This is an optimization exercise on Yosys and OpenROAD, whose aim is small area, a short achievable clock period and few clock cycles per item, not a production implementation.
Where RTL was checked, it was by simulation tests only, not by an equivalence proof against the original.
No functional check of the RTL was part of run 5.
Power is estimated from default activity; no workload was simulated.

$ cat run.sh
#!/bin/bash
# synth_recipe.tcl (not shown) runs the flow's synth.tcl, then flattens the netlist and writes it again
# the make line also repeats each setting of config.mk as NAME=value (left out here)
make -C /OpenROAD-flow-scripts/flow DESIGN_CONFIG=/design/flow/config.mk WORK_HOME=/design/flow/orfs CLKGATE_MAP_FILE= SYNTH_SCRIPT=/design/flow/synth_recipe.tcl finish
$ cat constraint.sdc
create_clock -name core_clock -period 5.0 [get_ports {clk}]
set_input_delay 1.0000 -clock core_clock [delete_from_list [all_inputs] [get_ports {clk}]]
set_output_delay 1.0000 -clock core_clock [all_outputs]
set_load 0.01 [all_outputs]
$ cat config.mk
export PLATFORM = sky130hd
export DESIGN_NAME = proportional_text_layout_top
export DESIGN_NICKNAME = proportional_text_layout_top
export VERILOG_FILES = /design/flow/design.v
export SDC_FILE = /design/flow/constraint.sdc
export NUM_CORES = 4
export LEC_CHECK = 0
export ABC_CLOCK_PERIOD_IN_PS = 2500
export CAP_MARGIN = 20
export CORE_MARGIN = 2
export CORE_UTILIZATION = 40
export SETUP_SLACK_MARGIN = 2.7
export SLEW_MARGIN = 20
$ cat design.v
package ptl_pkg;
	localparam int GLYPH_COUNT = 94;
	localparam int FIRST_CODE  = 33;
	localparam int COORD_BITS  = 16;
	localparam int GIDX_BITS = (GLYPH_COUNT > 1) ? $clog2(GLYPH_COUNT) : 1;
	localparam logic [7:0] CHAR_TAB   = 8'h09;
	localparam logic [7:0] CHAR_NL    = 8'h0A;
	localparam logic [7:0] CHAR_SPACE = 8'h20;
	localparam logic [7:0] CHAR_QMARK = 8'h3F;
	localparam logic [2:0] REG_LETTER = 3'd0;
	localparam logic [2:0] REG_WORD   = 3'd1;
	localparam logic [2:0] REG_LINE   = 3'd2;
	localparam logic [2:0] REG_TAB    = 3'd3;
	localparam logic [2:0] REG_START  = 3'd4;
	localparam logic [1:0] CLS_GLYPH = 2'd0;
	localparam logic [1:0] CLS_SPACE = 2'd1;   
	localparam logic [1:0] CLS_NL    = 2'd2;
	localparam logic [1:0] CLS_TAB   = 2'd3;
	function automatic logic [GIDX_BITS-1:0] glyph_of(input logic [7:0] code);
		if (code >= 8'(FIRST_CODE) && code < 8'(FIRST_CODE + GLYPH_COUNT)) begin
			glyph_of = GIDX_BITS'(code - 8'(FIRST_CODE));
		end else begin
			glyph_of = GIDX_BITS'(CHAR_QMARK - 8'(FIRST_CODE));
		end
	endfunction
endpackage
module ptl_div (
	input  logic [7:0] rem,
	input  logic       bit_in,
	input  logic [7:0] divisor,
	output logic [7:0] rem_next
);
	logic [8:0] trial;
	logic [9:0] diff;
	always_comb begin
		trial = {rem, bit_in};
		diff  = {1'b0, trial} - {2'b0, divisor};
		if (!diff[9]) begin
			rem_next = diff[7:0];
		end else begin
			rem_next = trial[7:0];
		end
	end
endmodule
module proportional_text_layout_top (
	input  logic                            clk,
	input  logic                            arst_n,
	input  logic                            in_valid,
	output logic                            in_ready,
	input  logic                            in_kind,
	input  logic                            in_first_of_text,
	input  logic [7:0]                      in_char_code,
	input  logic [6:0]                      in_width_slot,
	input  logic [7:0]                      in_width_value,
	output logic                            out_valid,
	input  logic                            out_ready,
	output logic [ptl_pkg::COORD_BITS-1:0] out_glyph_x,
	output logic [ptl_pkg::COORD_BITS-1:0] out_glyph_y,
	output logic [ptl_pkg::GIDX_BITS-1:0]  out_glyph_index,
	input  logic                            cfg_we,
	input  logic [2:0]                      cfg_index,
	input  logic [15:0]                     cfg_data
);
	localparam int CB = ptl_pkg::COORD_BITS;
	localparam int GB = ptl_pkg::GIDX_BITS;
	logic [7:0]  letter_q, word_q, line_q, tab_q;
	logic [15:0] start_row_q;
	always_ff @(posedge clk or negedge arst_n) begin
		if (!arst_n) begin
			letter_q    <= 8'd1;
			word_q      <= 8'd6;
			line_q      <= 8'd25;
			tab_q       <= 8'd28;
			start_row_q <= 16'd175;
		end else if (cfg_we) begin
			case (cfg_index)
				ptl_pkg::REG_LETTER: letter_q    <= cfg_data[7:0];
				ptl_pkg::REG_WORD:   word_q      <= cfg_data[7:0];
				ptl_pkg::REG_LINE:   line_q      <= cfg_data[7:0];
				ptl_pkg::REG_TAB:    tab_q       <= cfg_data[7:0];
				ptl_pkg::REG_START:  start_row_q <= cfg_data;
				default: ;
			endcase
		end
	end
	logic          s1_v, s1_load;
	logic [GB-1:0] s1_idx;
	logic [7:0]    s1_val;
	logic          sk_v, sk_load;
	logic [GB-1:0] sk_idx;
	logic [7:0]    sk_val;
	logic          accept, in_ready_q;
	logic          in_keep;
	logic [GB-1:0] in_idx;
	logic [7:0]    in_val;
	logic [1:0]    in_cls;
	always_comb begin
		if (in_char_code == ptl_pkg::CHAR_SPACE)    in_cls = ptl_pkg::CLS_SPACE;
		else if (in_char_code == ptl_pkg::CHAR_NL)  in_cls = ptl_pkg::CLS_NL;
		else if (in_char_code == ptl_pkg::CHAR_TAB) in_cls = ptl_pkg::CLS_TAB;
		else                                        in_cls = ptl_pkg::CLS_GLYPH;
	end
	assign in_idx  = in_kind ? in_width_slot : ptl_pkg::glyph_of(in_char_code);
	assign in_val  = in_kind ? in_width_value : {5'd0, in_first_of_text, in_cls};
	assign in_keep = !in_kind || (in_width_slot < 7'(ptl_pkg::GLYPH_COUNT));
	localparam int N = ptl_pkg::GLYPH_COUNT;
	logic [7:0]     ring_q [N];
	logic [GB-1:0]  t_q, t_nx;
	logic           ring_we;
	logic [7:0]     rd_w;
	assign t_nx    = (t_q == GB'(N - 1)) ? '0 : t_q + 1'b1;
	assign ring_we = s1_v && s1_load && (s1_idx == t_q);
	always_ff @(posedge clk) begin
		for (int i = 0; i < N - 1; i++) begin
			ring_q[i] <= ring_q[i+1];
		end
		ring_q[N-1] <= ring_we ? s1_val : ring_q[0];
	end
	assign rd_w = ring_q[s1_idx];
	function automatic logic [GB-1:0] mod_sub(input logic [GB-1:0] a, input logic [GB-1:0] b);
		logic [GB:0] d;
		d = {1'b0, a} - {1'b0, b};
		mod_sub = d[GB] ? d[GB-1:0] + GB'(N) : d[GB-1:0];
	endfunction
	function automatic logic [GB-1:0] mod_add(input logic [GB-1:0] a, input logic [GB-1:0] b);
		logic [GB:0] s;
		s = {1'b0, a} + {1'b0, b};
		mod_add = (s >= (GB+1)'(N)) ? GB'(s - (GB+1)'(N)) : s[GB-1:0];
	endfunction
	logic          src_kind;
	logic [7:0]    src_val;
	assign src_kind = sk_v ? sk_load : in_kind;
	assign src_val  = sk_v ? sk_val : in_val;
	logic [GB-1:0] k1_q, k2_q, p30_q, t_nx2;
	logic          in_range;
	logic [GB-1:0] in_p, s1_idx_d;
	assign t_nx2    = (t_nx == GB'(N - 1)) ? '0 : t_nx + 1'b1;
	assign in_range = !in_char_code[7] && (in_char_code[6:0] >= 7'd33) && (in_char_code[6:0] != 7'd127);
	assign in_p     = !in_range ? p30_q :
		(in_char_code[6:0] >= k1_q) ? in_char_code[6:0] - k1_q : in_char_code[6:0] + k2_q;
	always_ff @(posedge clk) begin
		k1_q  <= t_nx2 + 7'd33;
		k2_q  <= 7'd61 - t_nx2;
		p30_q <= mod_sub(7'd30, t_nx2);
	end
	logic          s2_v, s2_first;
	logic          s2_gl, s2_sp, s2_nl, s2_tb;   
	logic [GB-1:0] s2_g;
	logic [7:0]    s2_wb;      
	logic [7:0]    s2_d;       
	logic [CB-1:0] s2_y;       
	logic [CB-1:0] y_q;        
	logic          s1_first, s1_char;
	logic [1:0]    s1_cls;
	logic          s1_tab0;
	logic [7:0]    s1_d;
	logic [CB-1:0] s1_yb, s1_ynl;
	logic [8:0]    s1_ylo;
	logic [7:0]    s1_yhi_inc;
	assign s1_first = s1_val[2];
	assign s1_cls   = s1_val[1:0];
	assign s1_char  = s1_v && !s1_load;
	assign s1_tab0  = (tab_q == 8'd0);
	always_comb begin
		case (s1_cls)
			ptl_pkg::CLS_GLYPH: s1_d = letter_q;
			ptl_pkg::CLS_SPACE: s1_d = word_q;
			default:            s1_d = tab_q;
		endcase
	end
	assign s1_yb      = s1_first ? start_row_q : y_q;
	assign s1_ylo     = {1'b0, s1_yb[7:0]} + {1'b0, line_q};
	assign s1_yhi_inc = s1_yb[15:8] + 8'd1;
	assign s1_ynl     = !s1_ylo[8] ? {s1_yb[15:8], s1_ylo[7:0]} :
		(&s1_yb[15:8]) ? {CB{1'b1}} : {s1_yhi_inc, s1_ylo[7:0]};
	logic          s3_v, s3_tw_q;
	logic          s3_gl, s3_nl, s3_tb;
	logic [GB-1:0] s3_g;
	logic [CB-1:0] s3_y;
	logic [8:0]    s3_d1;      
	logic [8:0]    s3_dc;      
	logic [7:0]    s3_k;       
	logic [9:0]    s3_e1;      
	logic [7:0]    s3_zs;      
	logic          s3_zok;
	logic [7:0]    s2_k;
	logic [8:0]    s2_d1;
	logic [9:0]    s2_c0, s2_c1;
	assign s2_k  = s2_gl ? s2_wb : s2_d;
	assign s2_d1 = {1'b0, s2_d} + {1'b0, s2_wb};
	assign s2_c0 = {2'b0, tab_q} - 10'd1 - {2'b0, s2_k};
	assign s2_c1 = {1'b0, tab_q, 1'b0} - 10'd1 - {2'b0, s2_k};
	logic [CB-1:0] x_q;
	logic          z_q;        
	logic          zb_q;       
	logic [7:0]    sm_q;       
	logic          rv_q;
	logic          div_busy_q, div_fin_q, div_app_q;
	logic [3:0]    div_cnt_q;
	logic [7:0]    div_t_q;
	logic          out_valid_q;
	logic [CB-1:0] out_x_q, out_y_q;
	logic [GB-1:0] out_idx_q;
	logic t_ok, t_wr, div_act, tab_fast, tab_div, out_block;
	logic s3_go, s3_free, s2_go, s2_free, s1_go, s1_free;
	assign t_ok      = (s3_d1[7:0] == tab_q);
	assign t_wr      = cfg_we && (cfg_index == ptl_pkg::REG_TAB);
	assign div_act   = div_busy_q || div_fin_q || div_app_q;
	assign tab_fast  = zb_q || (rv_q && t_ok);
	assign tab_div   = s3_tb && !tab_fast;
	assign out_block = s3_gl && out_valid_q && !out_ready;
	assign s3_go     = s3_v && !div_act && !out_block;
	assign s3_free   = !s3_v || s3_go;
	assign s2_go     = s2_v && s3_free;
	assign s2_free   = !s2_v || s2_go;
	assign s1_go     = s1_v && (s1_load ? (s1_idx == t_q) : s2_free);
	assign s1_free   = !s1_v || s1_go;
	assign in_ready = in_ready_q;
	assign accept   = in_valid && in_ready_q;
	function automatic logic [CB-1:0] pen_add(input logic [CB-1:0] x, input logic [8:0] a,
		input logic cin);
		logic [9:0] lo;
		logic [6:0] hi_inc;
		lo     = {1'b0, x[8:0]} + {1'b0, a} + 10'(cin);
		hi_inc = x[15:9] + 7'd1;
		if (!lo[9]) begin
			pen_add = {x[15:9], lo[8:0]};
		end else if (&x[15:9]) begin
			pen_add = {CB{1'b1}};
		end else begin
			pen_add = {hi_inc, lo[8:0]};
		end
	endfunction
	logic          amode_q, xk_q, zbn_q;
	logic [CB-1:0] x_adv, x_ctr, x_next, x_k;
	assign x_adv  = pen_add(x_q, amode_q ? {1'b0, sm_q} : s3_d1, amode_q);
	assign x_ctr  = pen_add(x_q, s3_dc, 1'b0);
	assign x_k    = s3_nl ? '0 : CB'(s3_k);
	assign x_next = xk_q ? x_k : x_adv;
	logic [10:0] u0, u1;
	logic [7:0]  sm_red;
	logic        sm_ok;
	assign u0 = {3'b0, sm_q} - {2'b0, s3_d1};
	assign u1 = {3'b0, sm_q} + {s3_e1[9], s3_e1};
	always_comb begin
		if (zb_q) begin
			sm_red = s3_zs;
			sm_ok  = s3_zok && !s3_tw_q;
		end else begin
			sm_ok = rv_q;
			if (!u0[10])      sm_red = u0[7:0];
			else if (!u1[10]) sm_red = u1[7:0];
			else begin
				sm_red = sm_q;
				sm_ok  = 1'b0;
			end
		end
	end
	logic [7:0] div_rem_next;
	ptl_div u_div (
		.rem      (sm_q),
		.bit_in   (x_q[4'd15 - div_cnt_q]),
		.divisor  (div_t_q),
		.rem_next (div_rem_next)
	);
	logic s1_v_nx, s1_load_nx, sk_v_nx, z_nx, div_act_nx, s1_tb_eff, zb_nx, nl_nx;
	assign sk_v_nx     = s1_free ? 1'b0 : (sk_v || (accept && in_keep));
	assign s1_v_nx     = s1_free ? (sk_v || (accept && in_keep)) : 1'b1;
	assign s1_load_nx  = s1_free ? src_kind : s1_load;
	assign div_act_nx  = (s3_go && tab_div) || div_busy_q || div_fin_q;
	assign s1_tb_eff   = (s1_cls == ptl_pkg::CLS_TAB) && !s1_tab0;
	assign zb_nx       = (s3_free && s2_v) ? (s2_first || z_nx) : zb_q;
	assign nl_nx       = s3_free ? s2_nl : s3_nl;
	always_comb begin
		if (s1_free) begin
			if (sk_v) s1_idx_d = sk_load ? sk_idx : mod_sub(sk_idx, t_nx);
			else      s1_idx_d = in_kind ? in_width_slot : in_p;
		end else if (!s1_load) begin
			s1_idx_d = (s1_idx == '0) ? GB'(N - 1) : s1_idx - 1'b1;
		end else begin
			s1_idx_d = s1_idx;
		end
	end
	always_comb begin
		z_nx = z_q;
		if (s3_go) begin
			if (s3_nl)      z_nx = 1'b1;
			else if (s3_tb) z_nx = 1'b0;
			else            z_nx = zb_q && (s3_k == 8'd0);
		end
	end
	always_ff @(posedge clk or negedge arst_n) begin
		if (!arst_n) begin
			s1_v        <= 1'b0;
			sk_v        <= 1'b0;
			t_q         <= '0;
			in_ready_q  <= 1'b1;
			s2_v        <= 1'b0;
			s3_v        <= 1'b0;
			zb_q        <= 1'b1;
			zbn_q       <= 1'b0;
			amode_q     <= 1'b0;
			xk_q        <= 1'b1;
			y_q         <= CB'(175);
			x_q         <= '0;
			z_q         <= 1'b1;
			sm_q        <= 8'd27;
			rv_q        <= 1'b1;
			s3_tw_q     <= 1'b0;
			div_busy_q  <= 1'b0;
			div_fin_q   <= 1'b0;
			div_app_q   <= 1'b0;
			div_cnt_q   <= '0;
			out_valid_q <= 1'b0;
		end else begin
			t_q <= t_nx;
			s1_v <= s1_v_nx;
			sk_v <= sk_v_nx;
			in_ready_q <= !sk_v_nx && !(s1_v_nx && !s1_load_nx && div_act_nx);
			if (s2_free) begin
				s2_v <= s1_char;
				if (s1_char) begin
					y_q <= (s1_cls == ptl_pkg::CLS_NL) ? s1_ynl : s1_yb;
				end
			end
			if (s3_free) begin
				s3_v <= s2_v;
			end
			s3_tw_q <= t_wr || (s3_tw_q && !s3_free);
			zb_q    <= zb_nx;
			zbn_q   <= !zb_nx;
			amode_q <= (s3_free ? s2_tb : s3_tb) || div_fin_q;
			xk_q    <= !div_fin_q && (nl_nx || zb_nx);
			z_q <= z_nx;
			if (out_ready) begin
				out_valid_q <= 1'b0;
			end
			if (s3_go) begin
				if (s3_gl) begin
					out_valid_q <= 1'b1;
				end
				if (s3_nl) begin
					x_q  <= x_next;
					sm_q <= tab_q - 8'd1;
					rv_q <= 1'b1;
				end else if (s3_tb) begin
					if (tab_fast) begin
						x_q  <= x_next;
						sm_q <= tab_q - 8'd1;
						rv_q <= t_ok;
					end else begin
						div_busy_q <= 1'b1;
						div_cnt_q  <= '0;
						sm_q       <= 8'd0;
					end
				end else begin
					x_q  <= x_next;
					sm_q <= sm_red;
					rv_q <= sm_ok;
				end
			end
			if (div_busy_q) begin
				div_cnt_q <= div_cnt_q + 4'd1;
				sm_q      <= div_rem_next;
				if (div_cnt_q == 4'd15) begin
					div_busy_q <= 1'b0;
					div_fin_q  <= 1'b1;
				end
			end
			if (div_fin_q) begin
				div_fin_q <= 1'b0;
				div_app_q <= 1'b1;
				sm_q      <= div_t_q + ~sm_q;
			end
			if (div_app_q) begin
				div_app_q <= 1'b0;
				x_q       <= x_next;
				sm_q      <= tab_q - 8'd1;
				rv_q      <= (div_t_q == tab_q);
			end
			if (t_wr) begin
				rv_q <= 1'b0;
			end
		end
	end
	always_ff @(posedge clk) begin
		if (s1_free) begin
			s1_load <= src_kind;
			s1_val  <= src_val;
		end
		s1_idx    <= s1_idx_d;
		if (!s1_free && !sk_v) begin
			sk_load <= in_kind;
			sk_idx  <= in_idx;
			sk_val  <= in_val;
		end
		if (s2_free) begin
			s2_first <= s1_first;
			s2_gl    <= (s1_cls == ptl_pkg::CLS_GLYPH);
			s2_sp    <= (s1_cls == ptl_pkg::CLS_SPACE) || (s1_cls == ptl_pkg::CLS_TAB && s1_tab0);
			s2_nl    <= (s1_cls == ptl_pkg::CLS_NL);
			s2_tb    <= s1_tb_eff;
			s2_g     <= mod_add(s1_idx, t_q);
			s2_wb    <= (s1_cls == ptl_pkg::CLS_GLYPH) ? rd_w : 8'd0;
			s2_d     <= s1_d;
			s2_y     <= s1_yb;
		end
		if (s3_free) begin
			s3_gl  <= s2_gl;
			s3_nl  <= s2_nl;
			s3_tb  <= s2_tb;
			s3_g   <= s2_g;
			s3_y   <= s2_y;
			s3_d1  <= s2_d1;
			s3_dc  <= {1'b0, s2_d} + {2'b0, s2_wb[7:1]};
			s3_k   <= s2_k;
			s3_e1  <= {2'b0, tab_q} - {1'b0, s2_d1};
			s3_zs  <= !s2_c0[9] ? s2_c0[7:0] : s2_c1[7:0];
			s3_zok <= !s2_c0[9] || !s2_c1[9];
		end
		if (s3_go && tab_div) begin
			div_t_q  <= s3_d1[7:0];
		end
		if (s3_go && s3_gl) begin
			out_x_q   <= zbn_q ? x_ctr : CB'(s3_k[7:1]);
			out_y_q   <= s3_y;
			out_idx_q <= s3_g;
		end
	end
	assign out_valid       = out_valid_q;
	assign out_glyph_x     = out_x_q;
	assign out_glyph_y     = out_y_q;
	assign out_glyph_index = out_idx_q;
endmodule
==> out/qor.json, run 1 <==
{
  "slew_headroom_pct": 25.6,
  "syn-num-nets": 3670,
  "layout_commonest_cell": "dfxtp_1",
  "vdd_ir_drop_max_uv": 297,
  "overflow": 0,
  "postLayoutCellArea_sq_um": 54100,
  "layout-drive-gt1-share_pct": 34.3,
  "power_leakage_nw": 21.9,
  "whs_path_depth": 0,
  "synth-seq-cells": 1080,
  "fin_tns_setup_ps": 0,
  "achievable_frequency_ghz": 0.304,
  "grt_start_max_net_pins": 73,
  "ctsHtreeMaxLevel": 3,
  "whs_ps": 316,
  "worstSetupStartpointType": "flop",
  "reg2reg_depth": 12,
  "grt_pass1_wl_microns": 215000,
  "placed_cell_area_sq_um": 44200,
  "cts_inserted_buffers": 106,
  "io_pins": 90,
  "mostFrequentLayoutCells": "dfxtp_1 (775), buf_4 (349), a22oi_1 (303), nand2_1 (223), edfxtp_1 (190)",
  "min_from": "ring_q[41][0]$_DFF_P_",
  "final.period_utilization_pct": 65.8,
  "dr.first_iter.drc_count": 4404,
  "crit_path_required_time_ps": 5580,
  "power_density_nw_per_um2": 368,
  "arrival_ps": 3870,
  "most_instantiated_flip_flop_cell_in_the_synthesis_netlist": "dfxtp_1",
  "slew_violations": 0,
  "crit_top_cell": "o31a_1",
  "hold_end": "ring_q[40][0]$_DFF_P_",
  "syn_inst": 3459,
  "hold_path_class": "reg -> reg",
  "crit_path_max_fanout": 6,
  "finish.cell_count_without_fillers": 5459,
  "number_of_fillers_in_the_final_layout": 8244,
  "gp_congestion": 1.02,
  "final-setup-viol-count": 0,
  "postLayoutCoreUtil_pct": 54.1,
  "totalWireLength_microns": 154000,
  "synth_enable_flop_cells": 190,
  "global_route.usage.total_pct": 28.6,
  "dr.pass1.iters": 7,
  "cpMaxStageDelayCell": "mux4_2",
  "total_power_mw": 19.9,
  "cp_cell_sequence": "mux4_2, mux2_4, o21ai_4, ha_4, nor2b_2, o31a_1, o31a_1, o21ai_2, nor4b_4, a2111o_1, a32oi_1, mux2_2",
  "post-route-worst-setup-slack_ps": 1710,
  "antenna_violations_before_repair": 2,
  "final_period_minus_worst_setup_slack_ps": 3290,
  "ys_seq_area_share_pct": 59.9,
  "cts_sinks": 1080,
  "later_pin_clock_latency_in_the_skew_report_ps": 750,
  "synth_area_per_cell_sq_um": 11.7,
  "via_count_of_the_first_global_routing_pass": 31500,
  "fp.coreArea_sq_um": 100000,
  "yosys-top-cells-area": "dfxtp_1 (38%), edfxtp_1 (14%), a22oi_1 (6.2%), dfrtp_1 (5.3%), ha_1 (4.5%)",
  "std_cell_rows": 116,
  "worst_path_largest_cell_delay_ps": 480,
  "status": "timing/DRC/antenna clean",
  "clk_path_buf_depth": 3,
  "vias": 32200,
  "critPathKind": "reg -> reg",
  "postSynth.asyncResetShare_pct": 10.6,
  "place.port_buffers": 89,
  "final_antenna_net_count": 0,
  "via_per_inst": 5.90,
  "die_h_microns": 321,
  "synthDistinctLibCells": 102,
  "synth.yosys.warnings": 3,
  "synth.cell_area_sq_um": 40300,
  "post-place-cells": 4853,
  "critical_path.reg2reg.endpoint": "sm_q[7]$_DFFE_PN0P_",
  "r2r-start": "x_q[15]$_DFFE_PN0P_",
  "cts-root-buf": "clkbuf_16",
  "holdBufCountCts": 0,
  "netlist.top_cell.by_area": "dfxtp_1",
  "die_width_microns": 321,
  "floorplan.initialDensity_pct": 40.3,
  "dpl.hpwl_microns": 99500,
  "max_slew.worst_pin.slew_ps": 1110,
  "timing.reg2reg.setup_slack_ps": 1710,
  "dieArea_sq_um": 103000,
  "skew_ps": 90.4,
  "layout_nets": 4285,
  "post-place-ws_ps": 971,
  "hold_viol_final": 0,
  "capturing_element_type_of_the_critical_path": "flop",
  "tritoncts": "built",
  "area_growth_pct": 34.1,
  "maxCapViolations": 0,
  "clk_pin_slew_ps": 70,
  "drc": 0,
  "rsz0062_at_grt": "true",
  "wl_per_cell_microns": 28.2,
  "post-synth-top-area-fraction_pct": 38.5
}
==> flip-flops by register name (all words and copies together), names as in the netlist, 8 cells and up <==
name         cells
div_t_q          8
letter_q         8
line_q           8
out_x_q         16
out_y_q         16
ring_q         752
s1_val           8
s2_d             8
s2_wb            8
s2_y            16
s3_d1            9
s3_dc            9
s3_e1           10
s3_k             8
s3_y            16
s3_zs            8
sk_val           8
sm_q             8
start_row_q     16
tab_q            8
word_q           8
x_q             16
y_q             16
==> worst max path at each step <==
stage,start,endpoint,slack [ps],depth (start not counted)
after global routing,div_cnt_q[0]$_DFFE_PN0P_,sm_q[7]$_DFFE_PN0P_,1590,12
after CTS,div_cnt_q[0]$_DFFE_PN0P_,sm_q[7]$_DFFE_PN0P_,1640,12
final,x_q[15]$_DFFE_PN0P_,sm_q[7]$_DFFE_PN0P_,1710,12
after global placement,s1_idx[4]$_DFFE_PP_,s2_wb[4]$_SDFFCE_PN0P_,1040,9
after detailed placement,s1_idx[4]$_DFFE_PP_,s2_wb[4]$_SDFFCE_PN0P_,970,9
after floorplan,div_cnt_q[0]$_DFFE_PN0P_,sm_q[7]$_DFFE_PN0P_,1920,13
==> layout make-up <==
class	count	area [sq um]	area share [%]
clock buffers	143	3040	5.62
multi-input cells	2136	18700	34.5
clock inverters	50	546	1.01
repair buffers	594	5410	10.0
flip-flops and latches	1080	24200	44.7
diodes	2	5.00	0.00926
well taps	1298	1620	3.00
inverters	156	631	1.17
==> kinds of logic (layout without fill, tap and decap cells) <==
| kind of cell | after synthesis | in the layout | synth area share [%] |
|---|---|---|---|
| other cells | 0 | 2 | 0 |
| simple gates | 834 | 840 | 10.6 |
| xor+xnor | 139 | 139 | 3.02 |
| mux | 137 | 137 | 3.84 |
| fa+ha+maj | 162 | 162 | 5.34 |
| buf+inv | 249 | 943 | 2.53 |
| flops | 1080 | 1080 | 59.9 |
| compound gates | 858 | 858 | 14.9 |
==> Yosys cell counts (all sizes together) (20+ instances only) <==
cell	number
mux2	90
inv	156
nand2	256
edfxtp	190
buf	39
nor3	78
clkbuf	54
a31oi	28
nor2	186
dfxtp	775
nand2b	30
a211oi	22
a21oi	123
mux2i	43
nor2b	29
a21o	28
xnor2	83
nor4	40
a22oi	332
dfrtp	85
nand3	61
dfstp	30
o21bai	20
o21ai	136
xor2	56
and2	20
nand4	45
ha	145
==> routing by layer <==
metal / vias to the layer above / global-route usage (%) / wire [microns]
li1: 14000 / - / -
met1: 15600 / 36.4 / 60500
met4: 11 / 16.4 / 10600
met3: 633 / 8.75 / 16200
met2: 1942 / 42.9 / 66300
met5: - / 1.84 / 272
==> worst max-delay path, delay by kind of cell, from the launching register on <==
family / cells / cell delay (ps)
compound gates: 6 / 1230
mux: 3 / 1040
flops: 1 / 470
simple gates: 2 / 240
fa+ha+maj: 1 / 180
==> where the power goes <==
group / switching, mW / internal, mW
sequential: 0.226 / 9.19
clock: 3.62 / 4.53
combinational: 1.18 / 1.16
total: 5.02 / 14.9
==> what timing repair did <==
action,CTS,global route
gates cloned,7,3
setup buffers,312,89
setup endpoints to repair,265,254
resized for setup,637,228
pin swaps,214,157
Testbench counts, summed over its fixed seeds: cycles 12,032, items 12,000.
==> run 2, diff against run 1 <==
--- a/config.mk
+++ b/config.mk
@@ -9,5 +9,6 @@
 export CAP_MARGIN = 20
 export CORE_MARGIN = 2
 export CORE_UTILIZATION = 40
-export SETUP_SLACK_MARGIN = 2.7
+export CTS_BUF_LIST = sky130_fd_sc_hd__clkbuf_8
+export SETUP_SLACK_MARGIN = 2.2
 export SLEW_MARGIN = 20
==> run 2 against run 1 <==
Effect of this change:
- utilization shrank 2.2 points
- first-iteration DRC count shrank 16%
- wire length shrank 2.3%
- non-clock buffer count shrank 143
- critical path type unchanged
- highest routed layer unchanged
- maximum frequency grew 1.4%
- largest power group unchanged
- worst setup slack gained 46 ps
- register-to-register slack gained 50 ps
==> out/qor.json, run 2 <==
{
  "totalWireLength_microns": 150000,
  "grt_start_max_net_pins": 57,
  "vias": 31400,
  "status": "timing/DRC/antenna clean",
  "dr.first_iter.drc_count": 3704,
  "yosys.area_share.xor_xnor_pct": 3.02,
  "slew_headroom_pct": 20.2,
  "yosys-top-cells-area": "dfxtp_1 (38%), edfxtp_1 (14%), a22oi_1 (6.2%), dfrtp_1 (5.3%), ha_1 (4.5%)",
  "most_instantiated_flip_flop_cell_in_the_synthesis_netlist": "dfxtp_1",
  "post_synth_most_frequent_cells": "dfxtp_1 (775), a22oi_1 (332), nand2_1 (254), edfxtp_1 (190), nor2_1 (172)",
  "final-setup-viol-count": 0,
  "wl_per_cell_microns": 27.6,
  "cp_cell_sequence": "mux4_2, mux2_4, o21ai_4, ha_4, buf_6, fa_2, nor2b_1, o21ai_1, nand2b_1, a21o_1, a21oi_2, xor2_2, o2111ai_4, a41o_1",
  "capturing_element_type_of_the_critical_path": "flop",
  "final.period_utilization_pct": 64.9,
  "max_slew.worst_pin.slew_ps": 1190,
  "std_cell_rows": 116,
  "final_antenna_net_count": 0,
  "crit_path_max_fanout": 3,
  "syn-num-nets": 3670,
  "holdBufCountCts": 0,
  "synth.mux.area_fraction_pct": 3.84,
  "final_period_minus_worst_setup_slack_ps": 3250,
  "multi_input_comb_area_sq_um": 17600,
  "fin_tns_setup_ps": 0,
  "sequential_cell_area_sq_um": 24200,
  "grt_pass1_wl_microns": 210000,
  "global_route.usage.total_pct": 28.3,
  "arrival_ps": 4000,
  "via_count_of_the_first_global_routing_pass": 30100,
  "synth.yosys.warnings": 3,
  "layout_nets": 4204,
  "synth.cell_area_sq_um": 40300,
  "rsz0062_at_grt": "true",
  "io_pins": 90,
  "gp_congestion": 0.973,
  "synth_compound_area_share_pct": 14.9,
  "crit_path_required_time_ps": 5750,
  "skew_ps": 97.9,
  "post-synth-top-area-fraction_pct": 38.5,
  "cpMaxStageDelayCell": "mux4_2",
  "tritoncts": "built",
  "synthDistinctLibCells": 102,
  "area_growth_pct": 28.6,
  "die_width_microns": 321,
  "drc": 0,
  "maxCapViolations": 0,
  "mostFrequentLayoutCells": "dfxtp_1 (775), a22oi_1 (315), buf_4 (284), nand2_1 (237), clkbuf_8 (205)",
  "place.port_buffers": 89,
  "synth_top_family_by_area": "compound AO/OA/AOI/OAI gates",
  "slew_violations": 0,
  "achievable_frequency_ghz": 0.308,
  "number_of_fillers_in_the_final_layout": 8614,
  "power_density_nw_per_um2": 381,
  "flip_flop_count_of_the_largest_register_all_copies_and_words_added": 752,
  "fp.coreArea_sq_um": 100000,
  "overflow": 0,
  "yosys.area_share.adder_pct": 5.34,
  "dr.pass1.iters": 8,
  "clk_path_buf_depth": 3,
  "floorplan.initialDensity_pct": 40.3,
  "vdd_ir_drop_max_uv": 252,
  "later_pin_clock_latency_in_the_skew_report_ps": 890,
  "total_power_mw": 19.7,
  "syn_inst": 3459,
  "postLayoutCellArea_sq_um": 51900,
  "power_leakage_nw": 21.0,
  "synth_enable_flop_cells": 190,
  "placed_cell_area_sq_um": 43600,
  "registers.top_by_ff_count": "ring_q",
  "synth_area_per_cell_sq_um": 11.7,
  "worstSetupStartpointType": "flop",
  "hold_path_class": "in -> async",
  "postSynth.asyncResetShare_pct": 10.6,
  "layout_commonest_cell": "dfxtp_1",
  "ctsHtreeMaxLevel": 4,
  "post_synth_and_or_nand_nor_area_fraction_pct": 10.6,
  "die_h_microns": 321,
  "most_used_standard_cell_by_instance_count_after_synthesis": "dfxtp_1",
  "cts_inserted_buffers": 171,
  "hold_viol_final": 0,
  "cts-root-buf": "clkbuf_8",
  "worst_path_largest_cell_delay_ps": 500,
  "post-place-ws_ps": 1080,
  "via_per_inst": 5.76,
  "clk_pin_slew_ps": 60,
  "antenna_violations_before_repair": 9,
  "dpl.hpwl_microns": 98900,
  "post-route-worst-setup-slack_ps": 1750,
  "postLayoutCoreUtil_pct": 51.9,
  "dieArea_sq_um": 103000,
  "synth-seq-cells": 1080,
  "layout-drive-gt1-share_pct": 28.7,
  "ys_seq_area_share_pct": 59.9,
  "cts_sinks": 1080,
  "critPathKind": "reg -> reg",
  "netlist.top_cell.by_area": "dfxtp_1"
}
run 2: area by class of cell:
cell class,instances,share of cell area [%]
multi-input cells,2133,34.0
flip-flops and latches,1080,46.6
clock inverters,113,1.77
repair buffers,451,7.83
inverters,156,1.20
diodes,8,0.0386
well taps,1298,3.13
clock buffers,205,5.44
run 2: kinds of logic after synthesis:
| kind of cell | Yosys count |
|---|---|
| flops | 1080 |
| compound gates | 858 |
| simple gates | 834 |
| buf+inv | 249 |
| fa+ha+maj | 162 |
| xor+xnor | 139 |
| mux | 137 |
run 2: repair_timing:
item / in CTS / in global routing
gates cloned: 2 / 2
setup buffers: 159 / 113
resized for setup: 300 / 224
pin swaps: 120 / 125
setup endpoints to repair: 289 / 171
run 2: power by group:
group / leakage, nW / internal (mW) / switching, mW / total [mW]
registers: 9.48 / 9.20 / 0.221 / 9.42
clock network: 2.13 / 4.37 / 3.74 / 8.11
logic: 9.38 / 1.11 / 1.11 / 2.22
total: 21.0 / 14.7 / 5.06 / 19.7
run 2: critical path: cells and delay by family, from the launching register on:
family	cells	cell delay (ps)
AOI/OAI and AO/OA	6	1110
xor gates and xnor gates	1	200
adders and majority gates	2	370
buffers and inverters	1	90
DFF	1	410
muxes	2	800
and+or+nand+nor	2	140
run 2: per-stage QoR:
step	hold WS [ps]	instances
after floorplan	327	3459
after global placement	332	4841
after detailed placement	335	4842
after CTS	82.1	5321
after global routing	116	5438
final	131	5444
run 2: routing by layer:
layer	global-route usage, %	share of wire, %	vias to the layer above	routed length, microns
met2	42.8	44	1724	65800
met4	17.1	6.7	4	10100
met5	0	0.036	-	54
met1	36.0	40	15300	60200
li1	-	-	13900	-
met3	7.79	9.5	533	14200
run 2: final timing paths:
check | start | end | slack (ps) | cells past startpoint
min in group core_clock | ring_q[74][5]$_DFF_P_ | ring_q[73][5]$_DFF_P_ | 310 | 0
worst max register to register | div_cnt_q[0]$_DFFE_PN0P_ | sm_q[6]$_DFFE_PN0P_ | 1750 | 14
max in group asynchronous | arst_n | x_q[11]$_DFFE_PN0P_ | 3950 | 2
worst max-delay path | div_cnt_q[0]$_DFFE_PN0P_ | sm_q[6]$_DFFE_PN0P_ | 1750 | 14
worst min-delay path | arst_n | letter_q[3]$_DFFE_PN0P_ | 130 | 1
worst min register to register | ring_q[74][5]$_DFF_P_ | ring_q[73][5]$_DFF_P_ | 310 | 0
==> run 3, diff against run 2 <==
--- a/design.v
+++ b/design.v
@@ -100,7 +100,7 @@
 		else if (in_char_code == ptl_pkg::CHAR_TAB) in_cls = ptl_pkg::CLS_TAB;
 		else                                        in_cls = ptl_pkg::CLS_GLYPH;
 	end
-	assign in_idx  = in_kind ? in_width_slot : ptl_pkg::glyph_of(in_char_code);
+	assign in_idx  = in_kind ? in_width_slot : in_p;
 	assign in_val  = in_kind ? in_width_value : {5'd0, in_first_of_text, in_cls};
 	assign in_keep = !in_kind || (in_width_slot < 7'(ptl_pkg::GLYPH_COUNT));
 	localparam int N = ptl_pkg::GLYPH_COUNT;
@@ -117,11 +117,6 @@
 		ring_q[N-1] <= ring_we ? s1_val : ring_q[0];
 	end
 	assign rd_w = ring_q[s1_idx];
-	function automatic logic [GB-1:0] mod_sub(input logic [GB-1:0] a, input logic [GB-1:0] b);
-		logic [GB:0] d;
-		d = {1'b0, a} - {1'b0, b};
-		mod_sub = d[GB] ? d[GB-1:0] + GB'(N) : d[GB-1:0];
-	endfunction
 	function automatic logic [GB-1:0] mod_add(input logic [GB-1:0] a, input logic [GB-1:0] b);
 		logic [GB:0] s;
 		s = {1'b0, a} + {1'b0, b};
@@ -131,18 +126,24 @@
 	logic [7:0]    src_val;
 	assign src_kind = sk_v ? sk_load : in_kind;
 	assign src_val  = sk_v ? sk_val : in_val;
-	logic [GB-1:0] k1_q, k2_q, p30_q, t_nx2;
+	logic [GB-1:0] k1_q, k2_q, p30_q;
 	logic          in_range;
-	logic [GB-1:0] in_p, s1_idx_d;
-	assign t_nx2    = (t_nx == GB'(N - 1)) ? '0 : t_nx + 1'b1;
+	logic [GB-1:0] in_p, s1_idx_d, sk_p_dec;
 	assign in_range = !in_char_code[7] && (in_char_code[6:0] >= 7'd33) && (in_char_code[6:0] != 7'd127);
 	assign in_p     = !in_range ? p30_q :
 		(in_char_code[6:0] >= k1_q) ? in_char_code[6:0] - k1_q : in_char_code[6:0] + k2_q;
-	always_ff @(posedge clk) begin
-		k1_q  <= t_nx2 + 7'd33;
-		k2_q  <= 7'd61 - t_nx2;
-		p30_q <= mod_sub(7'd30, t_nx2);
+	always_ff @(posedge clk or negedge arst_n) begin
+		if (!arst_n) begin
+			k1_q  <= 7'd34;
+			k2_q  <= 7'd60;
+			p30_q <= 7'd29;
+		end else begin
+			k1_q  <= (k1_q == 7'd126) ? 7'd33 : k1_q + 7'd1;
+			k2_q  <= (k1_q == 7'd126) ? 7'd61 : k2_q - 7'd1;
+			p30_q <= (p30_q == 7'd0) ? 7'd93 : p30_q - 7'd1;
+		end
 	end
+	assign sk_p_dec = sk_load ? sk_idx : (sk_idx == '0) ? GB'(N - 1) : sk_idx - 1'b1;
 	logic          s2_v, s2_first;
 	logic          s2_gl, s2_sp, s2_nl, s2_tb;   
 	logic [GB-1:0] s2_g;
@@ -197,6 +198,7 @@
 	logic          rv_q;
 	logic          div_busy_q, div_fin_q, div_app_q;
 	logic [3:0]    div_cnt_q;
+	logic          div_bit_q;  
 	logic [7:0]    div_t_q;
 	logic          out_valid_q;
 	logic [CB-1:0] out_x_q, out_y_q;
@@ -259,7 +261,7 @@
 	logic [7:0] div_rem_next;
 	ptl_div u_div (
 		.rem      (sm_q),
-		.bit_in   (x_q[4'd15 - div_cnt_q]),
+		.bit_in   (div_bit_q),
 		.divisor  (div_t_q),
 		.rem_next (div_rem_next)
 	);
@@ -273,8 +275,8 @@
 	assign nl_nx       = s3_free ? s2_nl : s3_nl;
 	always_comb begin
 		if (s1_free) begin
-			if (sk_v) s1_idx_d = sk_load ? sk_idx : mod_sub(sk_idx, t_nx);
-			else      s1_idx_d = in_kind ? in_width_slot : in_p;
+			if (sk_v) s1_idx_d = sk_p_dec;
+			else      s1_idx_d = in_idx;
 		end else if (!s1_load) begin
 			s1_idx_d = (s1_idx == '0) ? GB'(N - 1) : s1_idx - 1'b1;
 		end else begin
@@ -311,6 +313,7 @@
 			div_fin_q   <= 1'b0;
 			div_app_q   <= 1'b0;
 			div_cnt_q   <= '0;
+			div_bit_q   <= 1'b0;
 			out_valid_q <= 1'b0;
 		end else begin
 			t_q <= t_nx;
@@ -351,6 +354,7 @@
 					end else begin
 						div_busy_q <= 1'b1;
 						div_cnt_q  <= '0;
+						div_bit_q  <= x_q[15];
 						sm_q       <= 8'd0;
 					end
 				end else begin
@@ -361,6 +365,7 @@
 			end
 			if (div_busy_q) begin
 				div_cnt_q <= div_cnt_q + 4'd1;
+				div_bit_q <= x_q[4'd14 - div_cnt_q];
 				sm_q      <= div_rem_next;
 				if (div_cnt_q == 4'd15) begin
 					div_busy_q <= 1'b0;
@@ -393,6 +398,8 @@
 			sk_load <= in_kind;
 			sk_idx  <= in_idx;
 			sk_val  <= in_val;
+		end else if (!s1_free) begin
+			sk_idx  <= sk_p_dec;
 		end
 		if (s2_free) begin
 			s2_first <= s1_first;
==> run 3 against run 2 <==
Effect of this change:
- power fell by 1.9%
- critical path type unchanged
- critical endpoint is now s3_e1[8]$_DFFE_PP_
- critical path depth fell by 1
- first-iteration DRC count rose by 13%
- clock-buffer cell count fell by 4
==> out/qor.json, run 3 <==
{
  "status": "timing/DRC/antenna clean",
  "holdBufCountCts": 0,
  "fin_tns_setup_ps": 0,
  "vias": 30800,
  "arrival_ps": 3670,
  "drc": 0,
  "power_leakage_nw": 20.4,
  "post_synth_most_frequent_cells": "dfxtp_1 (755), a22oi_1 (305), nand2_1 (216), edfxtp_1 (190), nor2_1 (167)",
  "crit_path_max_fanout": 3,
  "cts_inserted_buffers": 165,
  "maxCapViolations": 0,
  "dr.pass1.iters": 13,
  "placed_cell_area_sq_um": 42700,
  "worstSetupStartpointType": "flop",
  "achievable_frequency_ghz": 0.319,
  "synthDistinctLibCells": 88,
  "post-synth-top-area-fraction_pct": 38.5,
  "std_cell_rows": 114,
  "syn_inst": 3292,
  "global_route.usage.total_pct": 27.9,
  "hold_viol_final": 0,
  "clockPowerShare_pct": 38.7,
  "power.share.switching_pct": 26.1,
  "layout-drive-gt1-share_pct": 28.0,
  "seqPwrFrac_pct": 48.8,
  "max_slew.worst_pin.slew_ps": 1150,
  "grt_start_max_net_pins": 89,
  "clk_pin_slew_ps": 60,
  "slew_headroom_pct": 22.7,
  "overflow": 0,
  "most_instantiated_flip_flop_cell_in_the_synthesis_netlist": "dfxtp_1",
  "floorplan.initialDensity_pct": 40.5,
  "power.net_switching_mw": 5.06,
  "synth.cell_area_sq_um": 39300,
  "capturing_element_type_of_the_critical_path": "flop",
  "rsz0062_at_grt": "true",
  "final_antenna_net_count": 0,
  "p_int_mw": 14.3,
  "via_count_of_the_first_global_routing_pass": 29800,
  "yosys-top-cells-area": "dfxtp_1 (38%), edfxtp_1 (15%), dfrtp_1 (6.2%), a22oi_1 (5.8%), ha_1 (4.2%)",
  "synth.yosys.warnings": 3,
  "via_per_inst": 5.89,
  "place.port_buffers": 89,
  "wl_per_cell_microns": 27.8,
  "clk_path_buf_depth": 3,
  "whs_ps": 252,
  "post-place-ws_ps": 825,
  "power_density_nw_per_um2": 385,
  "mostFrequentLayoutCells": "dfxtp_1 (755), a22oi_1 (296), buf_4 (275), nand2_1 (201), clkbuf_8 (201)",
  "io_pins": 90,
  "antenna_violations_before_repair": 5,
  "synth-seq-cells": 1082,
  "postLayoutCellArea_sq_um": 50300,
  "dieArea_sq_um": 101000,
  "fp.coreArea_sq_um": 97000,
  "netlist.top_cell.by_area": "dfxtp_1",
  "crit_path_required_time_ps": 5540,
  "tritoncts": "built",
  "critPathKind": "reg -> reg",
  "gp_congestion": 1.01,
  "synth_enable_flop_cells": 190,
  "later_pin_clock_latency_in_the_skew_report_ps": 850,
  "final_period_minus_worst_setup_slack_ps": 3130,
  "ctsHtreeMaxLevel": 4,
  "post-route-worst-setup-slack_ps": 1870,
  "postSynth.asyncResetShare_pct": 12.7,
  "flip_flop_count_of_the_largest_register_all_copies_and_words_added": 752,
  "ys_seq_area_share_pct": 61.8,
  "layout_nets": 4011,
  "registers.top_by_ff_count": "ring_q",
  "syn-num-nets": 3488,
  "die_width_microns": 317,
  "cts_sinks": 1082,
  "slew_violations": 0,
  "grt_pass1_wl_microns": 205000,
  "totalWireLength_microns": 146000,
  "final.period_utilization_pct": 62.7,
  "skew_ps": 50.7,
  "postLayoutCoreUtil_pct": 51.9,
  "comb_power_share_pct": 12.5,
  "dr.first_iter.drc_count": 4183,
  "synth_area_per_cell_sq_um": 11.9,
  "dpl.hpwl_microns": 95600,
  "die_h_microns": 317,
  "vdd_ir_drop_max_uv": 300,
  "area_growth_pct": 28.1,
  "layout_commonest_cell": "dfxtp_1",
  "cts-root-buf": "clkbuf_8",
  "most_used_standard_cell_by_instance_count_after_synthesis": "dfxtp_1",
  "hold_path_class": "in -> async",
  "final-setup-viol-count": 0
}
[run 3: cell types whose count changed after synthesis, sizes merged, moves of 13 or more]
cell,delta
dfxtp,-20
nand3b,-13
nand3,-14
nor2,-19
ha,-14
nand2,-39
a22oi,-27
o21ai,-17
[run 3: worst paths after layout]
check / depth (start not counted) / endpoint / slack [ps] / from
hold / removal: 1 / x_q[7]$_DFFE_PN0P_ / 250 / arst_n
setup reg to reg: 13 / s3_e1[8]$_DFFE_PP_ / 1870 / s2_wb[1]$_SDFFCE_PN0P_
setup / recovery: 13 / s3_e1[8]$_DFFE_PP_ / 1870 / s2_wb[1]$_SDFFCE_PN0P_
hold reg to reg: 0 / ring_q[13][3]$_DFF_P_ / 330 / ring_q[14][3]$_DFF_P_
max in group asynchronous: 2 / k2_q[3]$_DFF_PN1_ / 3720 / arst_n
min in group core_clock: 0 / ring_q[13][3]$_DFF_P_ / 330 / ring_q[14][3]$_DFF_P_
[run 3: cell type report]
cell class              count  area, sq um
clock buffers             201         2770
multi-input cells        1970        16300
clock inverters           105          658
flip-flops and latches   1082        24300
inverters                 146          578
well taps                1276         1600
diodes                      7         17.5
repair buffers            450         4070
fillers                  8289        46600
[run 3: kinds of logic after synthesis]
group | synth area share [%]
and+or+nand+nor | 9.32
adders and majority gates | 5.01
AOI/OAI and AO/OA | 14.2
xor gates and xnor gates | 3.12
DFF | 61.8
buffers and inverters | 2.47
muxes | 4.04
[run 3: repair_timing]
action | in CTS | in global routing
gates resized for setup | 320 | 158
setup endpoints to repair | 296 | 103
pin swaps | 128 | 115
setup buffers | 206 | 60
cloned | 3 | 0
[run 3: through the flow]
step,total power [mW],instances
2_1_floorplan,11.0,3292
3_3_place_gp,11.4,4655
5_1_grt,20.1,5233
3_5_place_dp,11.5,4655
4_1_cts,19.2,5170
6_report,19.4,5237
[run 3: layer usage]
metal | vias up | GRT usage (%) | routed length (microns)
li1 | 13300 | - | -
met1 | 14900 | 35.1 | 56800
met2 | 1969 | 41.7 | 62700
met3 | 685 | 8.16 | 14700
met4 | 6 | 18.1 | 11400
met5 | - | 1.42 | 164
[run 3: worst max-delay path, stage by stage, from the launching register on]
cell	delay, ps
edfxtp_1	530
ha_1	350
a21o_1	190
a21oi_4	170
o21bai_4	90
a21oi_2	150
o21bai_1	100
a21oi_1	190
xnor2_1	170
inv_1	100
ha_4	240
buf_4	150
a221oi_2	270
xnor2_1	120
[run 3: power by group through the flow]
stage          combinational, mW  sequential [mW]  clock [mW]
6_report                    2.42             9.46        7.49
5_1_grt                     2.65             9.48        7.96
4_1_cts                     2.17             9.46        7.56
3_5_place_dp                1.80             9.65           0
3_3_place_gp                1.78             9.64           0
2_1_floorplan               1.42             9.53           0
Testbench counts of run 3, summed over its fixed seeds: cycles 12,032, items 12,000.
==> run 4, diff against run 3 <==
--- a/config.mk
+++ b/config.mk
@@ -8,7 +8,7 @@
 export ABC_CLOCK_PERIOD_IN_PS = 2500
 export CAP_MARGIN = 20
 export CORE_MARGIN = 2
-export CORE_UTILIZATION = 40
+export CORE_UTILIZATION = 55
 export CTS_BUF_LIST = sky130_fd_sc_hd__clkbuf_8
 export SETUP_SLACK_MARGIN = 2.2
 export SLEW_MARGIN = 20
==> run 4 against run 3 <==
Effect of this change:
- non-clock buffer count decreased by 30
- worst setup slack lost 82 ps
- area after synthesis is the same
- die area fell by 27%
- flip-flop and latch count stayed put
- largest cell class unchanged
- highest routed layer unchanged
==> out/qor.json, run 4 <==
{
  "max_slew.worst_pin.slew_ps": 1140,
  "synth_top_family_by_area": "compound AO/OA/AOI/OAI gates",
  "tritoncts": "built",
  "postLayoutCellArea_sq_um": 49800,
  "comb_power_share_pct": 12.8,
  "global_route.usage.total_pct": 39.1,
  "synth_area_per_cell_sq_um": 11.9,
  "synthDistinctLibCells": 88,
  "clk_pin_slew_ps": 70,
  "placed_cell_area_sq_um": 42200,
  "cts_inserted_buffers": 166,
  "clk_path_buf_depth": 3,
  "achievable_frequency_ghz": 0.311,
  "layout-drive-gt1-share_pct": 28.0,
  "synth_enable_flop_cells": 190,
  "cts-root-buf": "clkbuf_8",
  "yosys.area_share.xor_xnor_pct": 3.12,
  "power_leakage_nw": 20.3,
  "p_int_mw": 14.4,
  "vias": 31400,
  "skew_ps": 44.7,
  "flip_flop_count_of_the_largest_register_all_copies_and_words_added": 752,
  "final_period_minus_worst_setup_slack_ps": 3210,
  "dr.first_iter.drc_count": 4321,
  "crit_path_required_time_ps": 5570,
  "hold_path_class": "in -> async",
  "wl_per_cell_microns": 30.3,
  "power_density_nw_per_um2": 393,
  "dieArea_sq_um": 73600,
  "drc": 0,
  "syn-num-nets": 3488,
  "post-synth-top-area-fraction_pct": 38.5,
  "netlist.top_cell.by_area": "dfxtp_1",
  "hold_viol_final": 0,
  "synth.yosys.warnings": 3,
  "power.share.switching_pct": 26.5,
  "holdBufCountCts": 0,
  "later_pin_clock_latency_in_the_skew_report_ps": 860,
  "synth.mux.area_fraction_pct": 4.04,
  "io_pins": 90,
  "via_per_inst": 6.44,
  "overflow": 0,
  "totalWireLength_microns": 148000,
  "synth_compound_area_share_pct": 14.2,
  "die_h_microns": 271,
  "slew_violations": 0,
  "status": "timing/DRC/antenna clean",
  "floorplan.initialDensity_pct": 55.3,
  "maxCapViolations": 0,
  "fin_tns_setup_ps": 0,
  "grt_pass1_wl_microns": 209000,
  "rsz0062_at_grt": "true",
  "via_count_of_the_first_global_routing_pass": 31000,
  "dr.pass1.iters": 10,
  "final_antenna_net_count": 0,
  "vdd_ir_drop_max_uv": 379,
  "slew_headroom_pct": 23.6,
  "std_cell_rows": 98,
  "antenna_violations_before_repair": 8,
  "final-setup-viol-count": 0,
  "layout_nets": 3984,
  "mostFrequentLayoutCells": "dfxtp_1 (755), a22oi_1 (296), buf_4 (264), clkbuf_8 (205), nand2_1 (196)",
  "synth-seq-cells": 1082,
  "capturing_element_type_of_the_critical_path": "flop",
  "most_used_standard_cell_by_instance_count_after_synthesis": "dfxtp_1",
  "area_growth_pct": 26.8,
  "synth.cell_area_sq_um": 39300,
  "post_synth_most_frequent_cells": "dfxtp_1 (755), a22oi_1 (305), nand2_1 (216), edfxtp_1 (190), nor2_1 (167)",
  "die_width_microns": 271,
  "yosys-top-cells-area": "dfxtp_1 (38%), edfxtp_1 (15%), dfrtp_1 (6.2%), a22oi_1 (5.8%), ha_1 (4.2%)",
  "critPathKind": "reg -> reg",
  "place.port_buffers": 89,
  "worstSetupStartpointType": "flop",
  "fp.coreArea_sq_um": 71100,
  "arrival_ps": 3780,
  "final.period_utilization_pct": 64.3,
  "post_synth_and_or_nand_nor_area_fraction_pct": 9.32,
  "most_instantiated_flip_flop_cell_in_the_synthesis_netlist": "dfxtp_1",
  "grt_start_max_net_pins": 82,
  "registers.top_by_ff_count": "ring_q",
  "postSynth.asyncResetShare_pct": 12.7,
  "dpl.hpwl_microns": 95800,
  "power.net_switching_mw": 5.20,
  "whs_ps": 159,
  "ctsHtreeMaxLevel": 4,
  "seqPwrFrac_pct": 48.3,
  "yosys.area_share.adder_pct": 5.01,
  "layout_commonest_cell": "dfxtp_1",
  "gp_congestion": 1.02,
  "ys_seq_area_share_pct": 61.8,
  "crit_path_max_fanout": 9,
  "cts_sinks": 1082,
  "clockPowerShare_pct": 38.9,
  "syn_inst": 3292,
  "total_power_mw": 19.6
}
==> run 4: cell counts after synthesis <==
No cell type changed its count.
==> run 4: timing repair <==
action / CTS / global route
pin swaps: 94 / 85
buffers inserted: 176 / 63
resized for setup: 288 / 180
endpoints found under the hold margin: 0 / 0
cloned: 2 / 2
endpoints found under the setup margin: 139 / 93
==> run 4: worst max-delay path, cell delays in order (launching register included) <==
cell      delay (ps)
edfxtp_1         440
buf_6            160
inv_2            110
ha_4             240
or4b_4           550
nor2_4           520
nor4_2            90
nand4_1          150
or3_4            150
nor4_4            50
buf_4            150
buf_6            120
nand2_4           70
a41oi_2          120
==> run 4: cell families after synthesis <==
| logic type | after synthesis |
|---|---|
| DFF | 1082 |
| xor gates and xnor gates | 140 |
| adders and majority gates | 148 |
| muxes | 141 |
| buffers and inverters | 241 |
| and+or+nand+nor | 740 |
| AOI/OAI and AO/OA | 800 |
==> run 4: through the flow <==
| step | utilization, % | instances | worst slack (ps) |
|---|---|---|---|
| after floorplan | - | 3292 | 1950 |
| after global placement | 59.3 | 4324 | 791 |
| after detailed placement | 59.4 | 4325 | 676 |
| after CTS | 68.1 | 4808 | 1930 |
| after global routing | 70.1 | 4876 | 1760 |
| final | 70.1 | 4879 | 1790 |
==> run 4: final cells by class <==
| cell class | instances | area [sq um] |
|---|---|---|
| flip-flops and latches | 1082 | 24300 |
| fillers | 5058 | 21300 |
| multi-input cells | 1972 | 16500 |
| repair buffers | 420 | 3770 |
| clock buffers | 205 | 2820 |
| well taps | 950 | 1190 |
| clock inverters | 100 | 698 |
| inverters | 146 | 558 |
| diodes | 4 | 10.0 |
==> run 4: final timing paths <==
path / from / to / slack (ps) / cells past startpoint
worst max-delay path: s1_idx[0]$_DFFE_PP_ / s2_wb[0]$_SDFFCE_PN0P_ / 1790 / 13
worst min-delay path: arst_n / sm_q[6]$_DFFE_PN0P_ / 160 / 1
worst max register to register: s1_idx[0]$_DFFE_PP_ / s2_wb[0]$_SDFFCE_PN0P_ / 1790 / 13
worst min register to register: ring_q[46][6]$_DFF_P_ / ring_q[45][6]$_DFF_P_ / 320 / 0
max in group asynchronous: arst_n / start_row_q[1]$_DFFE_PN1P_ / 3780 / 2
min in group core_clock: ring_q[46][6]$_DFF_P_ / ring_q[45][6]$_DFF_P_ / 320 / 0
==> run 4: per-layer routing <==
metal | part of all wire (%) | global-route usage (%) | vias up
met4 | 9.1 | 27.4 | 10
met1 | 36 | 46.7 | 15200
met3 | 11 | 13.3 | 801
met2 | 44 | 59.4 | 2212
li1 | - | - | 13200
met5 | 0.089 | 0.706 | -
==> run 4: power groups by stage <==
stage	registers, mW	logic (mW)	clock network (mW)
4_1_cts	9.46	2.22	7.66
3_5_place_dp	9.66	1.85	0
3_3_place_gp	9.65	1.79	0
2_1_floorplan	9.53	1.42	0
6_report	9.47	2.50	7.63
5_1_grt	9.49	2.71	8.09
==> run 5, diff against run 4 <==
--- a/design.v
+++ b/design.v
@@ -156,8 +156,6 @@
 	logic          s1_tab0;
 	logic [7:0]    s1_d;
 	logic [CB-1:0] s1_yb, s1_ynl;
-	logic [8:0]    s1_ylo;
-	logic [7:0]    s1_yhi_inc;
 	assign s1_first = s1_val[2];
 	assign s1_cls   = s1_val[1:0];
 	assign s1_char  = s1_v && !s1_load;
@@ -169,11 +167,17 @@
 			default:            s1_d = tab_q;
 		endcase
 	end
-	assign s1_yb      = s1_first ? start_row_q : y_q;
-	assign s1_ylo     = {1'b0, s1_yb[7:0]} + {1'b0, line_q};
-	assign s1_yhi_inc = s1_yb[15:8] + 8'd1;
-	assign s1_ynl     = !s1_ylo[8] ? {s1_yb[15:8], s1_ylo[7:0]} :
-		(&s1_yb[15:8]) ? {CB{1'b1}} : {s1_yhi_inc, s1_ylo[7:0]};
+	function automatic logic [CB-1:0] y_add(input logic [CB-1:0] y, input logic [7:0] g);
+		logic [8:0] lo;
+		logic [7:0] hi_inc;
+		lo     = {1'b0, y[7:0]} + {1'b0, g};
+		hi_inc = y[15:8] + 8'd1;
+		if (!lo[8])        y_add = {y[15:8], lo[7:0]};
+		else if (&y[15:8]) y_add = {CB{1'b1}};
+		else               y_add = {hi_inc, lo[7:0]};
+	endfunction
+	assign s1_yb  = s1_first ? start_row_q : y_q;
+	assign s1_ynl = s1_first ? y_add(start_row_q, line_q) : y_add(y_q, line_q);
 	logic          s3_v, s3_tw_q;
 	logic          s3_gl, s3_nl, s3_tb;
 	logic [GB-1:0] s3_g;
@@ -187,6 +191,11 @@
 	logic [7:0]    s2_k;
 	logic [8:0]    s2_d1;
 	logic [9:0]    s2_c0, s2_c1;
+	logic [9:0] e1_t, e1_s, e1_c, s2_e1;
+	assign e1_t  = {2'b0, tab_q} + 10'd1;
+	assign e1_s  = e1_t ^ ~{2'b0, s2_d} ^ ~{2'b0, s2_wb};
+	assign e1_c  = (e1_t & ~{2'b0, s2_d}) | (e1_t & ~{2'b0, s2_wb}) | (~{2'b0, s2_d} & ~{2'b0, s2_wb});
+	assign s2_e1 = e1_s + {e1_c[8:0], 1'b1};
 	assign s2_k  = s2_gl ? s2_wb : s2_d;
 	assign s2_d1 = {1'b0, s2_d} + {1'b0, s2_wb};
 	assign s2_c0 = {2'b0, tab_q} - 10'd1 - {2'b0, s2_k};
@@ -421,7 +430,7 @@
 			s3_d1  <= s2_d1;
 			s3_dc  <= {1'b0, s2_d} + {2'b0, s2_wb[7:1]};
 			s3_k   <= s2_k;
-			s3_e1  <= {2'b0, tab_q} - {1'b0, s2_d1};
+			s3_e1  <= s2_e1;
 			s3_zs  <= !s2_c0[9] ? s2_c0[7:0] : s2_c1[7:0];
 			s3_zok <= !s2_c0[9] || !s2_c1[9];
 		end
--- a/config.mk
+++ b/config.mk
@@ -8,7 +8,7 @@
 export ABC_CLOCK_PERIOD_IN_PS = 2500
 export CAP_MARGIN = 20
 export CORE_MARGIN = 2
-export CORE_UTILIZATION = 55
+export CORE_UTILIZATION = 40
 export CTS_BUF_LIST = sky130_fd_sc_hd__clkbuf_8
 export SETUP_SLACK_MARGIN = 2.2
 export SLEW_MARGIN = 20
==> run 5 against run 4 <==
Effect of this change:
- sequential power rose by 0.8%
- wire length rose by 3.7%
- worst setup slack improved by 55 ps
- first-iteration DRC count rose by 5.2%
- critical endpoint is now s2_wb[5]$_SDFFCE_PN0P_
- utilization fell by 19 points
- power rose by 3.2%
- still clean
- global-route usage fell by 12 points
- synthesized cell count rose by 9.8%
- worst hold slack improved by 47 ps
- die area rose by 45%
- register-to-register slack improved by 60 ps
==> out/qor.json, run 5 <==
{
  "synth_area_per_cell_sq_um": 11.5,
  "worst_path_largest_cell_delay_ps": 660,
  "capturing_element_type_of_the_critical_path": "flop",
  "ys_seq_area_share_pct": 58.5,
  "total_power_mw": 20.2,
  "cts_sinks": 1082,
  "crit_buf_inv": 6,
  "mostFrequentLayoutCells": "dfxtp_1 (755), buf_4 (273), a22oi_1 (238), clkbuf_8 (194)",
  "totalWireLength_microns": 153000,
  "fin_tns_setup_ps": 0,
  "crit_path_max_fanout": 6,
  "dieArea_sq_um": 106000,
  "overflow": 0,
  "netlist.top_cell.by_area": "dfxtp_1",
  "io_pins": 90,
  "skew_ps": 78.7,
  "hold_viol_final": 0,
  "gp_congestion": 0.980,
  "met1_usage_pct": 35.8,
  "syn-num-nets": 3839,
  "dpl.hpwl_microns": 100000,
  "sequential_cell_area_sq_um": 24300,
  "postLayoutCellArea_sq_um": 52800,
  "worst_path_dominant_cell_family": "simple AND/OR/NAND/NOR gates",
  "std_cell_rows": 118,
  "layout-drive-gt1-share_pct": 27.1,
  "vias": 33300,
  "syn_inst": 3615,
  "via_count_of_the_first_global_routing_pass": 32100,
  "arrival_ps": 3890,
  "post-place-cells": 5020,
  "max_slew.worst_pin.slew_ps": 1010,
  "postSynth.asyncResetShare_pct": 12.7,
  "power_leakage_nw": 21.8,
  "cpMaxStageDelayCell": "a32oi_1",
  "grt_met3_use_pct": 7.06,
  "power.net_switching_mw": 5.46,
  "ctsHtreeMaxLevel": 4,
  "most_used_standard_cell_by_instance_count_after_synthesis": "dfxtp_1",
  "maxCapViolations": 0,
  "drc": 0,
  "hold_path_class": "in -> async",
  "tritoncts": "built",
  "comb_power_share_pct": 14.2,
  "floorplan.initialDensity_pct": 40.2,
  "place.port_buffers": 89,
  "placed_cell_area_sq_um": 44500,
  "final_period_minus_worst_setup_slack_ps": 3160,
  "final.period_utilization_pct": 63.2,
  "power_density_nw_per_um2": 383,
  "clockPowerShare_pct": 38.6,
  "layout_nets": 4303,
  "layout_commonest_cell": "dfxtp_1",
  "met2_usage_pct": 41.3,
  "top_usage_layer_grt": "met2",
  "synth.yosys.warnings": 3,
  "critPathKind": "reg -> reg",
  "seqPwrFrac_pct": 47.2,
  "post_synth_most_frequent_cells": "dfxtp_1 (755), a22oi_1 (256), nand2_1 (195), edfxtp_1 (190), nor2_1 (158)",
  "yosys-top-cells-area": "dfxtp_1 (36%), edfxtp_1 (14%), dfrtp_1 (5.8%), a22oi_1 (4.6%), ha_1 (4.5%)",
  "p_int_mw": 14.8,
  "synth-seq-cells": 1082,
  "final-setup-viol-count": 0,
  "cts-root-buf": "clkbuf_8",
  "synth_enable_flop_cells": 190,
  "slew_violations": 0,
  "die_h_microns": 326,
  "synthDistinctLibCells": 106,
  "dr.pass1.iters": 9,
  "rsz0062_at_grt": "true",
  "worstSetupStartpointType": "flop",
  "grt_start_max_net_pins": 83,
  "synth.cell_area_sq_um": 41600,
  "number_of_fillers_in_the_final_layout": 9001,
  "achievable_frequency_ghz": 0.317,
  "vdd_ir_drop_max_uv": 263,
  "die_width_microns": 326,
  "final_antenna_net_count": 0,
  "multi_input_comb_area_sq_um": 18400,
  "crit_path_required_time_ps": 5730,
  "cp_cell_sequence": "inv_2, ha_4, buf_8, buf_6, buf_12, a32oi_1, nand3_1, nor4_4, nand3_2, buf_6, buf_12, o2bb2ai_1",
  "flip_flop_count_of_the_largest_register_all_copies_and_words_added": 752,
  "area_growth_pct": 27.1,
  "finish.cell_count_without_fillers": 5586,
  "global_route.usage.total_pct": 27.4,
  "grt_pass1_wl_microns": 216000,
  "most_instantiated_flip_flop_cell_in_the_synthesis_netlist": "dfxtp_1",
  "cts_inserted_buffers": 164,
  "antenna_violations_before_repair": 6,
  "status": "timing/DRC/antenna clean",
  "clk_path_buf_depth": 3,
  "registers.top_by_ff_count": "ring_q",
  "wl_per_cell_microns": 27.5,
  "via_per_inst": 5.96,
  "power.share.switching_pct": 27.0,
  "slew_headroom_pct": 32.0,
  "clk_pin_slew_ps": 70,
  "post-synth-top-area-fraction_pct": 36.4,
  "later_pin_clock_latency_in_the_skew_report_ps": 880,
  "dr.first_iter.drc_count": 4547,
  "fp.coreArea_sq_um": 103000
}
[run 5: layer usage]
| layer | up-vias | wire (microns) | part of all wire, % |
|---|---|---|---|
| li1 | 14400 | - | - |
| met1 | 16100 | 60200 | 39 |
| met2 | 2164 | 65600 | 43 |
| met3 | 654 | 17200 | 11 |
| met4 | 4 | 10400 | 6.8 |
| met5 | - | 41 | 0.027 |
[run 5: layout make-up]
type	instances	area share [%]
Timing Repair Buffer	450	7.98
Timing Repair inverter	1	0.0142
Tap cell	1380	3.27
Sequential cell	1082	46.0
Inverter	163	1.21
Antenna cell	2	0.00947
Multi-Input combinational cell	2217	34.8
Clock buffer	194	5.05
Clock inverter	97	1.66
[run 5: timing repair]
action / in CTS / in global routing
gates resized for setup: 385 / 215
endpoints found under the setup margin: 142 / 154
pin swaps: 104 / 128
hold buffers: 0 / 0
buffers inserted: 177 / 86
gates cloned: 4 / 6
[run 5: metrics by stage]
step	hold WS, ps	util, %	setup WS, ps
floorplan	323	-	1780
global placement	326	43.1	800
detailed placement	331	43.1	784
CTS	192	49.3	2060
global route	249	51.1	1690
finish	206	51.1	1840
[run 5: cells by family after synthesis]
kind of cell	after synthesis	share of synthesized area (%)
flip-flops	1082	58.5
AND/OR/NAND/NOR	917	11.7
AO/OA/AOI/OAI	863	14.8
buffers and inverters	321	3.11
adder cells (fa/ha/maj)	175	5.72
XOR/XNOR	142	2.99
multiplexers	115	3.17
[run 5: path summary, 6_finish.rpt]
path / startpoint / end / slack (ps) / cells past startpoint
min reg2reg: ring_q[45][2]$_DFF_P_ / ring_q[44][2]$_DFF_P_ / 320 / 0
max: s1_idx[0]$_DFFE_PP_ / s2_wb[5]$_SDFFCE_PN0P_ / 1840 / 12
max reg2reg: s1_idx[0]$_DFFE_PP_ / s2_wb[5]$_SDFFCE_PN0P_ / 1840 / 12
min in group core_clock: ring_q[45][2]$_DFF_P_ / ring_q[44][2]$_DFF_P_ / 320 / 0
max in group asynchronous: arst_n / tab_q[0]$_DFFE_PN0P_ / 3770 / 2
min: arst_n / x_q[2]$_DFFE_PN0P_ / 210 / 1
[run 5: power by group through the flow]
stage	registers (mW)	logic [mW]	clock network, mW
finish	9.55	2.87	7.82
global route	9.58	3.12	8.27
CTS	9.54	2.59	7.88
detailed placement	9.74	2.27	0
global placement	9.73	2.24	0
floorplan	9.58	1.77	0

==> re-timing with driven ports <==
The results above use ideal ports. As a check the final layouts listed here were re-extracted and re-timed, cells and wires unchanged.
Step 1 assumes that a clkbuf_16 drives the clock port and a buf_2 every other input.
Step 2 times the ports against the registers' clock, not the clock port: input delays grow and output delays shrink by t, the midpoint of the rising clock arrivals with the driver on.
a / b / c = no drivers / after step 1 / after step 2; a / b = the first two.
| run | t (ns) | setup slack, ns | hold slack, ns | worst setup path at the end |
|---|---|---|---|---|
| run 1 | 0.781 | 1.709 / 1.709 / 1.367 | 0.316 / 0.316 / 0.316 | input to register |
| run 2 | 0.919 | 1.754 / 1.754 / 1.083 | 0.131 / 0.098 / 0.313 | input to register |
| run 3 | 0.903 | 1.867 / 1.867 / 1.432 | 0.252 / 0.221 / 0.334 | input to register |
| run 4 | 0.916 | 1.786 / 1.786 / 1.390 | 0.159 / 0.131 / 0.317 | input to register |
| run 5 | 0.913 | 1.841 / 1.841 / 1.210 | 0.206 / 0.179 / 0.324 | input to register |
After both steps setup and hold are still met in every run listed. For run 2, which loses most, drivers alone change the setup slack by 0.000 ns; drivers and shift together by -0.671 ns.
